From an optimization exercise on the open Yosys and OpenROAD flow, aimed at small area and a short achievable clock period; shortcuts taken in it are not production practice.
In this exercise RTL edits were held to simulation tests only and were not proved equivalent to the original.
Power figures rest on the tool's default switching activity, not on a simulated workload.

==> flow/design.v <==
`timescale 1ns/1ps
package cpu_pkg;
    localparam int reg_width = 32;
    localparam int reg_count = 16;
    localparam int imm_width = 16;
    localparam int pc_step   = 4;
    typedef logic [reg_width-1:0] t_reg;
    typedef logic [$clog2(reg_count)-1:0] t_reg_index;
    typedef t_reg t_regs [reg_count];
    typedef enum logic [1:0] {
        IT_BOTTOM   = 2'd0,
        IT_TOP      = 2'd1,
        IT_UNSIGNED = 2'd2,
        IT_SIGNED   = 2'd3
    } t_imm_type;
    typedef enum logic [3:0] {
        OP_NOP  = 4'h0,
        OP_ADD  = 4'h1,
        OP_SUB  = 4'h2,
        OP_AND  = 4'h3,
        OP_OR   = 4'h4,
        OP_XOR  = 4'h5,
        OP_LDI  = 4'h6,
        OP_JUMP = 4'h7,
        OP_BZ   = 4'h8
    } t_opcode;
    typedef struct packed {
        t_opcode                opcode;
        t_reg_index             rd;
        t_reg_index             rs1;
        t_reg_index             rs2;
        logic [imm_width-1:0]   imm;
    } t_instr;
    typedef struct packed {
        logic                   write;
        logic                   write_immediate;
        t_reg_index             index;
        t_reg                   data;
        logic [imm_width-1:0]   imm;
        t_imm_type              imm_type;
    } t_reg_update;
    typedef struct packed {
        logic                   jump;
        logic                   inc;
        logic                   branch;
        t_reg                   jump_target;
        logic [imm_width-1:0]   branch_offset;
    } t_pc_update;
endpackage
`timescale 1ns/1ps
module register_file (
    input  logic        clock,
    input  logic        reset,
    input  cpu_pkg::t_reg_update reg_update,
    input  cpu_pkg::t_reg_index  read1_index,
    input  cpu_pkg::t_reg_index  read2_index,
    input  cpu_pkg::t_reg_index  read3_index,
    output cpu_pkg::t_reg        read1_data,
    output cpu_pkg::t_reg        read2_data,
    output cpu_pkg::t_reg        read3_data
);
    cpu_pkg::t_reg regs [cpu_pkg::reg_count];
    assign read1_data = regs[read1_index];
    assign read2_data = regs[read2_index];
    assign read3_data = regs[read3_index];
    always_ff @(posedge clock or posedge reset) begin
        if (reset) begin
            for (int i = 0; i < cpu_pkg::reg_count; i++) begin
                regs[i] <= '0;
            end
        end else if (reg_update.write) begin
            regs[reg_update.index] <= reg_update.data;
        end else if (reg_update.write_immediate) begin
            case (reg_update.imm_type)
                cpu_pkg::IT_BOTTOM: begin
                    regs[reg_update.index][cpu_pkg::imm_width-1:0] <= reg_update.imm;
                end
                cpu_pkg::IT_TOP: begin
                    regs[reg_update.index][cpu_pkg::reg_width-1:cpu_pkg::imm_width] <= reg_update.imm;
                end
                cpu_pkg::IT_UNSIGNED: begin
                    regs[reg_update.index] <= {{(cpu_pkg::reg_width-cpu_pkg::imm_width){1'b0}}, reg_update.imm};
                end
                cpu_pkg::IT_SIGNED: begin
                    regs[reg_update.index] <=
                        {{(cpu_pkg::reg_width-cpu_pkg::imm_width){reg_update.imm[cpu_pkg::imm_width-1]}}, reg_update.imm};
                end
            endcase
        end
    end
endmodule
`timescale 1ns/1ps
module program_counter (
    input  logic       clock,
    input  logic       reset,
    input  cpu_pkg::t_pc_update pc_update,
    output cpu_pkg::t_reg       pc
);
    cpu_pkg::t_reg pc_q;
    cpu_pkg::t_reg branch_offset_ext;
    assign pc = pc_q;
    assign branch_offset_ext = {
        {(cpu_pkg::reg_width-cpu_pkg::imm_width){pc_update.branch_offset[cpu_pkg::imm_width-1]}},
        pc_update.branch_offset
    };
    always_ff @(posedge clock or posedge reset) begin
        if (reset) begin
            pc_q <= '0;
        end else if (pc_update.jump) begin
            pc_q <= pc_update.jump_target;
        end else if (pc_update.inc) begin
            pc_q <= pc_q + cpu_pkg::t_reg'(cpu_pkg::pc_step);
        end else if (pc_update.branch) begin
            pc_q <= pc_q + branch_offset_ext;
        end
    end
endmodule
`timescale 1ns/1ps
module execute_unit (
    input  cpu_pkg::t_instr      instr,
    input  logic        instr_valid,
    input  cpu_pkg::t_reg        rs1_data,
    input  cpu_pkg::t_reg        rs2_data,
    output cpu_pkg::t_reg_update reg_update,
    output cpu_pkg::t_pc_update  pc_update
);
    cpu_pkg::t_reg alu_result;
    logic rs1_zero;
    assign rs1_zero = (rs1_data == '0);
    always_comb begin
        case (instr.opcode)
            cpu_pkg::OP_ADD: begin
                alu_result = rs1_data + rs2_data;
            end
            cpu_pkg::OP_SUB: begin
                alu_result = rs1_data - rs2_data;
            end
            cpu_pkg::OP_AND: begin
                alu_result = rs1_data & rs2_data;
            end
            cpu_pkg::OP_OR: begin
                alu_result = rs1_data | rs2_data;
            end
            cpu_pkg::OP_XOR: begin
                alu_result = rs1_data ^ rs2_data;
            end
            default: begin
                alu_result = '0;
            end
        endcase
    end
    always_comb begin
        reg_update = '0;
        pc_update  = '0;
        if (instr_valid) begin
            case (instr.opcode)
                cpu_pkg::OP_ADD, cpu_pkg::OP_SUB, cpu_pkg::OP_AND, cpu_pkg::OP_OR, cpu_pkg::OP_XOR: begin
                    reg_update.write = 1'b1;
                    reg_update.index = instr.rd;
                    reg_update.data  = alu_result;
                    pc_update.inc    = 1'b1;
                end
                cpu_pkg::OP_LDI: begin
                    reg_update.write_immediate = 1'b1;
                    reg_update.index           = instr.rd;
                    reg_update.imm             = instr.imm;
                    reg_update.imm_type        = cpu_pkg::t_imm_type'(instr.rs2[1:0]);
                    pc_update.inc              = 1'b1;
                end
                cpu_pkg::OP_JUMP: begin
                    pc_update.jump        = 1'b1;
                    pc_update.jump_target = rs1_data;
                end
                cpu_pkg::OP_BZ: begin
                    if (rs1_zero) begin
                        pc_update.branch        = 1'b1;
                        pc_update.branch_offset = instr.imm;
                    end else begin
                        pc_update.inc = 1'b1;
                    end
                end
                default: begin
                    pc_update.inc = 1'b1;
                end
            endcase
        end
    end
endmodule
`timescale 1ns/1ps
module exec_core (
    input  logic       clock,
    input  logic       reset,
    input  cpu_pkg::t_instr     instr,
    input  logic       instr_valid,
    input  cpu_pkg::t_reg_index dbg_index,
    output cpu_pkg::t_reg       dbg_data,
    output cpu_pkg::t_reg       pc
);
    cpu_pkg::t_reg        rs1_data;
    cpu_pkg::t_reg        rs2_data;
    cpu_pkg::t_reg_update reg_update;
    cpu_pkg::t_pc_update  pc_update;
    register_file u_register_file (
        .clock       (clock),
        .reset       (reset),
        .reg_update  (reg_update),
        .read1_index (instr.rs1),
        .read2_index (instr.rs2),
        .read3_index (dbg_index),
        .read1_data  (rs1_data),
        .read2_data  (rs2_data),
        .read3_data  (dbg_data)
    );
    program_counter u_program_counter (
        .clock     (clock),
        .reset     (reset),
        .pc_update (pc_update),
        .pc        (pc)
    );
    execute_unit u_execute_unit (
        .instr       (instr),
        .instr_valid (instr_valid),
        .rs1_data    (rs1_data),
        .rs2_data    (rs2_data),
        .reg_update  (reg_update),
        .pc_update   (pc_update)
    );
endmodule
==> flow/run.sh <==
#!/bin/bash
# synth_recipe.tcl (not shown) runs the flow's synth.tcl, then flattens the netlist and writes it again
# the make line also repeats each setting of config.mk as NAME=value (left out here)
make -C /OpenROAD-flow-scripts/flow DESIGN_CONFIG=/design/flow/config.mk WORK_HOME=/design/flow/orfs CLKGATE_MAP_FILE= SYNTH_SCRIPT=/design/flow/synth_recipe.tcl finish
==> flow/config.mk <==
export PLATFORM = sky130hd
export DESIGN_NAME = exec_core
export DESIGN_NICKNAME = exec_core
export VERILOG_FILES = /design/flow/design.v
export SDC_FILE = /design/flow/constraint.sdc
export NUM_CORES = 4
export LEC_CHECK = 0
export CAP_MARGIN = 20
export CORE_MARGIN = 2
export CORE_UTILIZATION = 35
export SETUP_SLACK_MARGIN = 0.2
export SLEW_MARGIN = 20
==> flow/constraint.sdc <==
create_clock -name core_clock -period 8.0 [get_ports {clock}]
set_input_delay 1.6000 -clock core_clock [delete_from_list [all_inputs] [get_ports {clock}]]
set_output_delay 1.6000 -clock core_clock [all_outputs]
set_load 0.01 [all_outputs]
==> metrics.cfg <==
[run_status]
outcome = complete, no violations

[global_routing]
grt_pass1_vias = 40200
grt_pass1_wl_mm = 321
grt_usage_pct = 40.3
grt_max_degree = 152
overflow = 0
antenna_found_initial = 19

[cells_and_area]
regArea_sq_um = 13600
fin_util_pct = 42.3
layout-drive-gt1-share_pct = 15.1
fill_cells = 10900
multiInputGateArea_sq_um = 23100
fin_cells = 6341
fin_area_sq_um = 46100
layout.nets = 5034
area_delta_synth_final_pct = 19.7

[synth]
syn-instance-count = 4631
yosysSeqAreaShare_pct = 35.4
synth_area_sq_um = 38500
ys.flop_type = dfrtp_1
synth_area_leader_cell = dfrtp_1
synth_fp_nets = 4799
postSynthAreaPerCell_sq_um = 8.31
synth-seq-cells = 544
ys_types = 87
yosys_warnings = 4
synth_edf_count = 0
synth-async-reset-ratio_pct = 100
synth_top_area_share_pct = 35.4
synthTopCellsByArea = dfrtp_1, o21ai_0, nand2_1

[floorplan]
die_width_um = 336
num_rows = 121
fp.dieH_um = 336
core_area_sq_um = 109000
initial_core_util_pct = 35.3
io_pins = 103
dieArea_sq_um = 113000

[power_and_ir_drop]
clkPwrFrac_pct = 39.6
power.total_uw = 8110
switching_share_pct = 33.6
p_int_uw = 5390
ir_drop_mv = 0.151
p_leak_uw = 0.0193
power.switching_uw = 2720
combPwrFrac_pct = 22.0
p_per_area_nw_per_um2 = 176
seq_power_share_pct = 38.4

[critical_path]
path_buf_inv = 5
cp-start-kind = primary input
cp.required_ps = 8580
slowest_delay_ps = 660
path_delay_family = compound AO/OA/AOI/OAI gates
path_common_cell = buf_4
critPathMaxFanout = 28
path_class = in -> reg
end_kind = flip-flop
worst_ep_arrival_time_ps = 8040
cpMaxStageDelayCell = or4_1

[cts]
cts.htree.levels = 3
clock-sinks = 544
cts_buffers = 68
clock_latency_ps = 680
post_cts_resized = 0
clkTransAtPathRegs_ps = 60
cts_tree = built
cts_setup_buffers = 0
root_buffer = clkbuf_16
holdBufCountCts = 0
ctsLongestPathBuffers = 3

[timing]
slew_headroom_pct = 16.5
final_hold_viol_count = 0
finalClockSkew_ps = 43.8
finalSetupTns_ps = 0
final_max_slew_viol_count = 0
min_period_over_period_pct = 93.2
setup_violations = 0
min_period_ps = 7460
worstMarginPinSlew_ps = 1250
max_freq_mhz = 134
rsz0062_at_grt = no

[detailed_routing]
wl_per_cell_um = 36.6
viasPerCell = 6.81
initialDrtViolationCount = 6958
firstDrtPassIters = 11
vias = 43200
route.detailed.drc = 0
wl_mm = 232
antenna_left = 0

[place]
place_inst = 6210
postPlaceCellArea_sq_um = 43800
dp_hpwl_mm = 166
place_congestion = 1.05
io_buffers = 102

[flow_run]
maxCapViolCount = 0

[worst_hold_path]
worstHoldPathType = reg -> reg

-- worst min-delay path: cells and delay by family, from the launching register on --
kind            cells  cell delay [ps]
simple gates        1               60
compound gates      1               70
flops               1              380
-- logic make-up (layout without fill, tap and decap cells) --
| logic type | Yosys count | count (layout) | share of synthesized area [%] |
|---|---|---|---|
| adders and majority gates | 129 | 129 | 4.23 |
| DFF | 544 | 544 | 35.4 |
| AOI/OAI and AO/OA | 1765 | 1765 | 30.2 |
| and+or+nand+nor | 1406 | 1406 | 17.2 |
| buffers and inverters | 499 | 783 | 5.13 |
| muxes | 196 | 196 | 5.79 |
| other | 0 | 12 | 0 |
| xor gates and xnor gates | 92 | 92 | 2.09 |
-- synthesized netlist by cell type (48+ instances only) --
cell type / count
a21oi_1: 324
inv_1: 105
nand2_1: 572
nand4_1: 59
mux2_2: 64
a221oi_1: 112
a22oi_1: 249
xnor2_1: 70
ha_1: 127
dfrtp_1: 544
nor3_1: 48
nor2_1: 315
nand3_1: 98
o21ai_0: 525
a22o_1: 91
mux2i_1: 117
a31oi_1: 52
clkbuf_1: 303
-- cell type report --
type                            count  area share [%]
Timing Repair Buffer              557            10.6
Clock inverter                     31           0.752
Clock buffer                       88            4.10
Multi-Input combinational cell   3588            50.2
Inverter                          107           0.880
Sequential cell                   544            29.5
Antenna cell                       12          0.0652
Tap cell                         1414            3.84
-- worst paths after layout --
kind | endpoint | slack, ps | cells past startpoint | startpoint
setup / recovery | u_program_counter.pc_q[17] | 540 | 25 | instr[20]
hold / removal | u_register_file.regs[4][10] | 540 | 2 | u_register_file.regs[4][10]
setup reg to reg | u_program_counter.pc_q[17] | 1670 | 24 | u_register_file.regs[6][1]
hold reg to reg | u_register_file.regs[4][10] | 540 | 2 | u_register_file.regs[4][10]
max in group asynchronous | u_register_file.regs[8][27] | 4630 | 4 | reset
min in group asynchronous | u_program_counter.pc_q[6] | 1420 | 2 | reset
-- layout by cell type (no fill, tap or decap), drive strengths merged, types with 48 or more instances in the layout --
cell / Yosys / final
nor2: 315 / 315
nor3: 48 / 48
nand4: 59 / 59
nand3: 98 / 98
mux2: 64 / 64
clkbuf: 303 / 88
dfrtp: 544 / 544
a21oi: 324 / 324
nand2: 572 / 572
a221oi: 112 / 112
xnor2: 70 / 70
inv: 105 / 110
o21ai: 526 / 526
a31oi: 52 / 52
mux2i: 117 / 117
buf: 89 / 464
clkdlybuf4s50: 0 / 93
a22o: 91 / 91
ha: 127 / 127
a22oi: 249 / 249
-- flip-flops by register name, summed over array words and instances, names as in the netlist --
name	count
u_register_file.regs	512
u_program_counter.pc_q	32
-- per-layer routing --
metal	wire length [um]	part of all wire [%]	track usage, %	vias up
li1	-	-	-	17800
met1	92200	40	53.2	21200
met2	93200	40	56.7	3392
met3	29700	13	13.6	871
met4	16700	7.2	23.8	14
met5	192	0.083	0.651	-
-- per-stage QoR --
stage / setup WS, ps / hold slack, ps
after floorplan: -1000 / 472
after global placement: 92.5 / 499
after detailed placement: 152 / 512
after CTS: 814 / 526
after global routing: 207 / 566
final: 544 / 539
-- power by group through the flow --
stage / Clock (uW) / Sequential, uW / Combinational (uW)
after global placement: 0 / 3150 / 1710
after detailed placement: 0 / 3150 / 1720
final: 3210 / 3110 / 1790
after global routing: 3340 / 3130 / 1870
after floorplan: 0 / 3080 / 901
after CTS: 3230 / 3100 / 1720

separate check: timing with driven ports:
In the flow no input, the clock included, has a driving cell. The finished layout below was timed again as built, in two steps.
Step 1 sets driving cells, clkbuf_16 on the clock port and buf_2 on the other inputs (assumed; they add their load-dependent delay and slew).
Step 2, shift: input delay + t, output delay - t, t = (earliest + latest rising clock arrival at the registers) / 2. This alone moves slack from input paths to output paths.
Slacks: ideal / step 1 / step 2; pairs: ideal / step 1.
shift t [ns]: 0.733
setup slack, ns: 0.544 / 0.534 / -0.199
slew at the worst register clock pin (ns): 0.07 / 0.07
Met with ideal ports but missed after step 2: setup timing in this run. The setup slack of this run moves by -0.010 ns with the drivers and by -0.743 ns with both steps.
